Source: an optimization exercise on an open RTL-to-GDS flow (aim: small area and a short achievable clock period). Production flows keep margins and buffers that such runs may drop.
In this exercise RTL edits were held to simulation tests only and were not proved equivalent to the original.
No activity file was given, so power comes from the tool's default toggle rates.

--- flow/config.mk ---
export PLATFORM = sky130hd
export DESIGN_NAME = memorySystem
export DESIGN_NICKNAME = memorySystem
export VERILOG_FILES = /design/flow/design.v
export SDC_FILE = /design/flow/constraint.sdc
export NUM_CORES = 4
export LEC_CHECK = 0
export CAP_MARGIN = 20
export CORE_MARGIN = 2
export CORE_UTILIZATION = 30
export SETUP_SLACK_MARGIN = 0.3
export SLEW_MARGIN = 20
export SYNTH_MEMORY_MAX_BITS = 16384
--- flow/constraint.sdc ---
create_clock -name core_clock -period 9.0 [get_ports {clk}]
set_input_delay 1.8000 -clock core_clock [delete_from_list [all_inputs] [get_ports {clk}]]
set_output_delay 1.8000 -clock core_clock [all_outputs]
set_load 0.01 [all_outputs]
--- flow/design.v ---
package memoryPkg;
	typedef logic [31:0] word_t;
	typedef logic [1:0] byteIndex_t;
	typedef enum logic [2:0] {
		modeNone = 3'd0,
		modeByte = 3'd1,
		modeHalf = 3'd2,
		modeWord = 3'd3
	} accessMode_t;
	parameter word_t displayAddr = 32'd255;
	parameter word_t resetAddrAddr = 32'd259;
	parameter word_t ramBaseAddr = 32'd1024;
	parameter word_t resetAddrDefault = 32'h3FC;
endpackage
`timescale 1ns/1ps
module addressDecoder #(
	parameter int ramWords = 256
) (
	input logic clk,
	input logic rst,
	input logic externalSelect,
	input memoryPkg::word_t address,
	input memoryPkg::word_t writeData,
	input memoryPkg::accessMode_t readMode,
	input memoryPkg::accessMode_t writeMode,
	input logic unsignedLoad,
	output memoryPkg::word_t readData,
	output memoryPkg::word_t ramAddress,
	output memoryPkg::word_t ramData,
	output memoryPkg::accessMode_t ramReadMode,
	output memoryPkg::accessMode_t ramWriteMode,
	output logic ramUnsignedLoad,
	input memoryPkg::word_t ramReadValue,
	output memoryPkg::word_t ioAddress,
	output memoryPkg::word_t ioData,
	output memoryPkg::accessMode_t ioReadMode,
	output memoryPkg::accessMode_t ioWriteMode,
	output logic ioUnsignedLoad,
	input memoryPkg::word_t ioReadValue
);
	localparam memoryPkg::word_t ramSpan = memoryPkg::word_t'(ramWords * 4);
	logic ramHit;
	logic ioHit;
	memoryPkg::word_t ramOffset;
	logic ramSelected;
	logic ioSelected;
	logic selectReg;
	always_comb begin
		ramHit = (address >= memoryPkg::ramBaseAddr);
		ioHit = (address == memoryPkg::displayAddr) || (address == memoryPkg::resetAddrAddr);
		ramOffset = (address - memoryPkg::ramBaseAddr) & (ramSpan - 32'd1);
	end
	always_comb begin
		ramAddress = '0;
		ramData = '0;
		ramReadMode = memoryPkg::modeNone;
		ramWriteMode = memoryPkg::modeNone;
		ramUnsignedLoad = 1'b0;
		if (externalSelect && ramHit) begin
			ramAddress = ramOffset;
			ramData = writeData;
			ramReadMode = readMode;
			ramWriteMode = writeMode;
			ramUnsignedLoad = unsignedLoad;
		end
	end
	always_comb begin
		ioAddress = '0;
		ioData = '0;
		ioReadMode = memoryPkg::modeNone;
		ioWriteMode = memoryPkg::modeNone;
		ioUnsignedLoad = 1'b0;
		if (externalSelect && ioHit) begin
			ioAddress = address;
			ioData = writeData;
			ioReadMode = readMode;
			ioWriteMode = writeMode;
			ioUnsignedLoad = unsignedLoad;
		end
	end
	always_ff @(posedge clk or negedge rst) begin
		if (!rst) begin
			ramSelected <= 1'b0;
			ioSelected <= 1'b0;
			selectReg <= 1'b0;
		end else begin
			ramSelected <= ramHit;
			ioSelected <= ioHit;
			selectReg <= externalSelect;
		end
	end
	always_comb begin
		readData = '0;
		if (selectReg) begin
			if (ramSelected) begin
				readData = ramReadValue;
			end else if (ioSelected) begin
				readData = ioReadValue;
			end
		end
	end
endmodule
`timescale 1ns/1ps
module dataMemory #(
	parameter int ramWords = 256
) (
	input logic clk,
	input logic rst,
	input memoryPkg::word_t busAddress,
	input memoryPkg::word_t busData,
	input memoryPkg::accessMode_t busReadMode,
	input memoryPkg::accessMode_t busWriteMode,
	input logic busUnsignedLoad,
	output memoryPkg::word_t busReadValue
);
	localparam int indexBits = $clog2(ramWords);
	typedef logic [indexBits-1:0] wordIndex_t;
	memoryPkg::word_t mem [ramWords];
	wordIndex_t requestIndex;
	memoryPkg::byteIndex_t requestLane;
	logic [3:0] byteEnable;
	memoryPkg::word_t laneData;
	wordIndex_t indexReg;
	memoryPkg::byteIndex_t laneReg;
	memoryPkg::accessMode_t modeReg;
	logic unsignedReg;
	memoryPkg::word_t storedWord;
	logic [7:0] readByte;
	logic [15:0] readHalf;
	always_comb begin
		requestIndex = busAddress[indexBits+1:2];
		requestLane = busAddress[1:0];
		byteEnable = 4'b0000;
		laneData = busData;
		case (busWriteMode)
			memoryPkg::modeByte: begin
				byteEnable = 4'b0001 << requestLane;
				laneData = {4{busData[7:0]}};
			end
			memoryPkg::modeHalf: begin
				byteEnable = requestLane[1] ? 4'b1100 : 4'b0011;
				laneData = {2{busData[15:0]}};
			end
			memoryPkg::modeWord: begin
				byteEnable = 4'b1111;
			end
			default: begin
				byteEnable = 4'b0000;
			end
		endcase
	end
	always_ff @(posedge clk) begin
		for (int lane = 0; lane < 4; lane++) begin
			if (byteEnable[lane]) begin
				mem[requestIndex][8*lane +: 8] <= laneData[8*lane +: 8];
			end
		end
	end
	always_ff @(posedge clk or negedge rst) begin
		if (!rst) begin
			modeReg <= memoryPkg::modeNone;
			unsignedReg <= 1'b0;
		end else begin
			modeReg <= busReadMode;
			unsignedReg <= busUnsignedLoad;
		end
	end
	always_ff @(posedge clk) begin
		indexReg <= requestIndex;
		laneReg <= requestLane;
	end
	always_comb begin
		storedWord = mem[indexReg];
		readByte = storedWord[8*laneReg +: 8];
		readHalf = storedWord[16*laneReg[1] +: 16];
		case (modeReg)
			memoryPkg::modeByte: begin
				if (unsignedReg) begin
					busReadValue = {24'd0, readByte};
				end else begin
					busReadValue = {{24{readByte[7]}}, readByte};
				end
			end
			memoryPkg::modeHalf: begin
				if (unsignedReg) begin
					busReadValue = {16'd0, readHalf};
				end else begin
					busReadValue = {{16{readHalf[15]}}, readHalf};
				end
			end
			memoryPkg::modeWord: begin
				busReadValue = storedWord;
			end
			default: begin
				busReadValue = '0;
			end
		endcase
	end
endmodule
`timescale 1ns/1ps
module ioRegisters (
	input logic clk,
	input logic rst,
	input memoryPkg::word_t busAddress,
	input memoryPkg::word_t busData,
	input memoryPkg::accessMode_t busReadMode,
	input memoryPkg::accessMode_t busWriteMode,
	input logic busUnsignedLoad,
	output memoryPkg::word_t busReadValue,
	output memoryPkg::word_t sevenSegmentDisplay,
	output memoryPkg::word_t resetAddress
);
	logic writing;
	memoryPkg::word_t readAddrReg;
	memoryPkg::accessMode_t readModeReg;
	always_comb begin
		writing = (busWriteMode != memoryPkg::modeNone);
	end
	always_ff @(posedge clk or negedge rst) begin
		if (!rst) begin
			sevenSegmentDisplay <= '0;
			resetAddress <= memoryPkg::resetAddrDefault;
			readModeReg <= memoryPkg::modeNone;
		end else begin
			if (writing && busAddress == memoryPkg::displayAddr) begin
				sevenSegmentDisplay <= busData;
			end
			if (writing && busAddress == memoryPkg::resetAddrAddr) begin
				resetAddress <= busData;
			end
			readModeReg <= busReadMode;
		end
	end
	always_ff @(posedge clk) begin
		readAddrReg <= busAddress;
	end
	always_comb begin
		busReadValue = '0;
		if (readModeReg != memoryPkg::modeNone) begin
			if (readAddrReg == memoryPkg::displayAddr) begin
				busReadValue = sevenSegmentDisplay;
			end else if (readAddrReg == memoryPkg::resetAddrAddr) begin
				busReadValue = resetAddress;
			end
		end
	end
endmodule
`timescale 1ns/1ps
module memorySystem #(
	parameter int ramWords = 256
) (
	input logic clk,
	input logic rst,
	input logic externalSelect,
	input memoryPkg::word_t address,
	input memoryPkg::word_t writeData,
	input memoryPkg::accessMode_t readMode,
	input memoryPkg::accessMode_t writeMode,
	input logic unsignedLoad,
	output memoryPkg::word_t readData,
	output memoryPkg::word_t sevenSegmentDisplay,
	output memoryPkg::word_t resetAddress
);
	memoryPkg::word_t ramAddress, ramData, ramReadValue;
	memoryPkg::accessMode_t ramReadMode, ramWriteMode;
	logic ramUnsignedLoad;
	memoryPkg::word_t ioAddress, ioData, ioReadValue;
	memoryPkg::accessMode_t ioReadMode, ioWriteMode;
	logic ioUnsignedLoad;
	addressDecoder #(
		.ramWords(ramWords)
	) decoder (
		.clk(clk),
		.rst(rst),
		.externalSelect(externalSelect),
		.address(address),
		.writeData(writeData),
		.readMode(readMode),
		.writeMode(writeMode),
		.unsignedLoad(unsignedLoad),
		.readData(readData),
		.ramAddress(ramAddress),
		.ramData(ramData),
		.ramReadMode(ramReadMode),
		.ramWriteMode(ramWriteMode),
		.ramUnsignedLoad(ramUnsignedLoad),
		.ramReadValue(ramReadValue),
		.ioAddress(ioAddress),
		.ioData(ioData),
		.ioReadMode(ioReadMode),
		.ioWriteMode(ioWriteMode),
		.ioUnsignedLoad(ioUnsignedLoad),
		.ioReadValue(ioReadValue)
	);
	dataMemory #(
		.ramWords(ramWords)
	) dataRam (
		.clk(clk),
		.rst(rst),
		.busAddress(ramAddress),
		.busData(ramData),
		.busReadMode(ramReadMode),
		.busWriteMode(ramWriteMode),
		.busUnsignedLoad(ramUnsignedLoad),
		.busReadValue(ramReadValue)
	);
	ioRegisters ioRegs (
		.clk(clk),
		.rst(rst),
		.busAddress(ioAddress),
		.busData(ioData),
		.busReadMode(ioReadMode),
		.busWriteMode(ioWriteMode),
		.busUnsignedLoad(ioUnsignedLoad),
		.busReadValue(ioReadValue),
		.sevenSegmentDisplay(sevenSegmentDisplay),
		.resetAddress(resetAddress)
	);
endmodule
--- flow/run.sh ---
#!/bin/bash
# synth_recipe.tcl (not shown) runs the flow's synth.tcl, then flattens the netlist and writes it again
# the make line also repeats each setting of config.mk as NAME=value (left out here)
make -C /OpenROAD-flow-scripts/flow DESIGN_CONFIG=/design/flow/config.mk WORK_HOME=/design/flow/orfs CLKGATE_MAP_FILE= SYNTH_SCRIPT=/design/flow/synth_recipe.tcl finish
==> impl_metrics.tcl <==
set metrics [dict create \
    status "complete, no violations" \
    holdWs_ns 0.5137 \
    cpPeakStageDelay_ns 1.13 \
    yosys_warnings 3 \
    postLayoutCoreUtil_pct 34.33 \
    ys_seq_elements 8308 \
    io_pins 170 \
    ys_seq_area_share_pct 77.06 \
    cts.sinks 8308 \
    wl_per_cell_um 29.80 \
    cts_hold_buf 0 \
    drt-initial-drc-count 21360 \
    grt_pass1_vias 157700 \
    placed_area_um2 344000 \
    htree_levels 6 \
    drive_gt1_share_pct 24.56 \
    slew_viol_final 0 \
    fin_area_um2 368800 \
    ant_nets 0 \
    grt_usage_pct 16.16 \
    gp_congestion 0.8486 \
    io_buffers 169 \
    wirelength_mm 907.2 \
    finalNonFillerCells 30450 \
    p_sw_share_pct 21.81 \
    maxCapViolations 0 \
    root_buffer "clkbuf_16" \
    slowest_stage "o41ai_1" \
    cp-end-kind "primary output" \
    synth_flop_cell "edfxtp_1" \
    grt_pass1_wl_mm 1261 \
    slew_headroom_pct 15.02 \
    dp_hpwl_mm 557.1 \
    syn_area_per_cell_um2 21.70 \
    clock_skew_ns 0 \
    path_class "reg2out" \
    vias 159500 \
    multiInputGateArea_um2 70630 \
    grt_overflow 0 \
    cp_top_family "compound AO/OA/AOI/OAI gates" \
    drt_first_pass_iters 9 \
    synth.cell_area_um2 322700 \
    clkTransAtPathRegs_ns 0.07 \
    die_area_um2 1084000 \
    setup_violations 0 \
    fin_tns_setup_ns 0 \
    hold_class "reg2reg" \
    internal_power_w 0.06162 \
    vias_per_cell 5.238 \
    grt_max_degree 225 \
    cts.path.max_buffers 4 \
    synth-async-reset-ratio_pct 0.8907 \
    p_comb_share_pct 5.1 \
    arrival_ns 7.02 \
    num-fill-cells 99280 \
    dp_cells 28990 \
    p_leak_nw 99.01 \
    critPathLaunchType "register" \
    crit_required_ns 7.20 \
    p_sw_w 0.01719 \
    crit_path_max_fanout 50 \
    die_y_mm 1.041 \
    path_cells "buf_12 > and2_4 > buf_12 > buf_4 > a22oi_1 > a21oi_1 > o41ai_1 > and4_1 > nand3_2 > a21oi_4 > o21ai_0 > a21oi_2 > buf_4 > clkdlybuf4s50_1" \
    clk_latency_ns 1.16 \
    syn2layout_area_growth_pct 14.29 \
    synth-edff-count 8192 \
    power_frac_seq_pct 54.2 \
    numCtsBuffers 789 \
    crit_buf_inv 5 \
    timing.final.crit_share_pct 98.01 \
    num_rows 381 \
    fin_crit_ns 8.821 \
    initial_core_util_pct 30.04 \
    peakVddDrop_uv 174.8 \
    drc_errors 0 \
    antenna_found_initial 67 \
    cts_tree "done" \
    mostFrequentLayoutCells "edfxtp_1, mux4_2, nor2_1, clkbuf_16, mux2i_1" \
    power_density_nw_per_um2 213.7 \
    seqCellArea_um2 248700 \
    hold_viol 0 \
    tightest_slew_ns 1.275 \
    ys_types 69 \
    dieWidth_mm 1.041 \
    nets 15510 \
    rsz0062_at_grt "no" \
    fmax_mhz 113.4 \
    final_common_cell "edfxtp_1" \
    core_area_um2 1075000 \
    synthCells 14870 \
    clkPwrFrac_pct 40.8 \
]
cell usage after synthesis (21+ instances only):
cell / count / area (µm²)
a21oi_1: 166 / 830.8
a22oi_1: 314 / 2357
a32oi_1: 54 / 473.0
and2_1: 37 / 231.5
buf_1: 107 / 401.6
buf_2: 189 / 945.9
buf_4: 158 / 1186
buf_6: 21 / 236.5
clkbuf_1: 458 / 1719
dfrtp_1: 66 / 1652
dfxtp_1: 42 / 840.8
edfxtp_1: 8192 / 246000
mux2_2: 71 / 799.5
mux2i_1: 731 / 7317
mux4_2: 2120 / 47750
nand2_1: 430 / 1614
nand3_1: 47 / 235.2
nand4_1: 30 / 187.7
nor2_1: 1052 / 3949
nor2b_1: 36 / 225.2
nor3_1: 86 / 430.4
nor4_1: 50 / 312.8
o21ai_0: 70 / 350.3
o22ai_1: 94 / 588.1
cell type report:
cell class                 instances  share of cell area, %
tap                            14360                  4.872
multi-input combinational       5639                  19.15
inverter                          13                0.02578
clock inverter                   415                 0.9536
sequential                      8308                  67.44
clock buffer                     997                  5.654
timing repair buffer             680                  1.888
antenna                           31                0.02103
stage by stage:
| step | power [W] | worst slack [ns] |
|---|---|---|
| 6_report | 0.07881 | 0.1791 |
| 5_1_grt | 0.08079 | 0.2978 |
| 4_1_cts | 0.07915 | 0.3096 |
| 3_5_place_dp | 0.04749 | 0.8699 |
| 3_3_place_gp | 0.04741 | 0.1255 |
| 2_1_floorplan | 0.04583 | 0.6743 |
layer usage:
metal / global-route usage [%] / vias to the layer above / part of all wire, %
met2: 25.82 / 7928 / 47
li1: - / 63410 / -
met1: 22.18 / 86690 / 40
met5: 0 / - / 0.015
met3: 3.332 / 1410 / 9.4
met4: 5.307 / 20 / 3.8
path summary, 6_finish.rpt:
| path | from | to | slack (ns) | cells after the start |
|---|---|---|---|---|
| max | register | readData[7] | 0.18 | 14 |
| min | ioRegs.sevenSegmentDisplay[6]$_DFFE_PN0P_ | ioRegs.sevenSegmentDisplay[6]$_DFFE_PN0P_ | 0.51 | 2 |
| max reg2reg | ioRegs.resetAddress[13]$_DFFE_PN0P_ | ioRegs.resetAddress[13]$_DFFE_PN0P_ | 8.15 | 1 |
| min reg2reg | ioRegs.sevenSegmentDisplay[6]$_DFFE_PN0P_ | ioRegs.sevenSegmentDisplay[6]$_DFFE_PN0P_ | 0.51 | 2 |
| max in group asynchronous | rst | ioRegs.resetAddress[19]$_DFFE_PN0P_ | 7.56 | 1 |
| min in group asynchronous | rst | ioRegs.resetAddress[26]$_DFFE_PN0P_ | 0.82 | 1 |
cells by family after synthesis:
| logic type | count (synthesis) | share of synthesized area [%] |
|---|---|---|
| other | 1 | 0.001162 |
| AO/OA/AOI/OAI | 860 | 1.846 |
| buffers and inverters | 948 | 1.417 |
| flip-flops | 8308 | 77.06 |
| AND/OR/NAND/NOR | 1833 | 2.365 |
| multiplexers | 2922 | 17.31 |
sequential cells by signal (all words and copies together), names as in the netlist, 2 cells and up, named ones only:
name,count
ioRegs.resetAddress,32
ioRegs.readModeReg,3
dataRam.laneReg,2
dataRam.mem,8192
ioRegs.readAddrReg,32
ioRegs.sevenSegmentDisplay,32
dataRam.modeReg,3
power groups by stage:
stage          Sequential [W]  Clock, W  Combinational [W]
2_1_floorplan          0.0437         0            0.00217
3_3_place_gp           0.0435         0            0.00388
3_5_place_dp           0.0435         0            0.00396
4_1_cts                0.0427    0.0325            0.00398
5_1_grt                0.0427    0.0340            0.00412
6_report               0.0427    0.0321            0.00398
timing repair:
action,4_1_cts,5_1_grt
pin swaps,3,0
buffers inserted,3,0
hold endpoints to repair,0,0
gates cloned,1,1
gates resized for setup,19,3
endpoints found under the setup margin,32,25

==> port drivers added, routing unchanged <==
No port has a modelled driver above. Below, the same layout with a new extraction and two added sets of constraints.
Step 1 assumes that a clkbuf_16 drives the clock port and a buf_2 every other input.
Step 2 also shifts input and output timing later by t, the mid clock arrival at the registers, as if the neighbouring blocks saw the same clock.
Three values: ideal, step 1, step 2; two values: the first two.
t, ns: 1.268
slack for setup (ns): 0.179 / 0.052 / 1.320
worst register clock-pin slew, ns: 0.07 / 0.07
worst slew at a driven data input, ns: 0.32
cell pins on the clock port's net: 1
After both steps this run still meets setup and hold. The setup slack of this run moves by -0.127 ns with the drivers and by +1.141 ns with both steps.
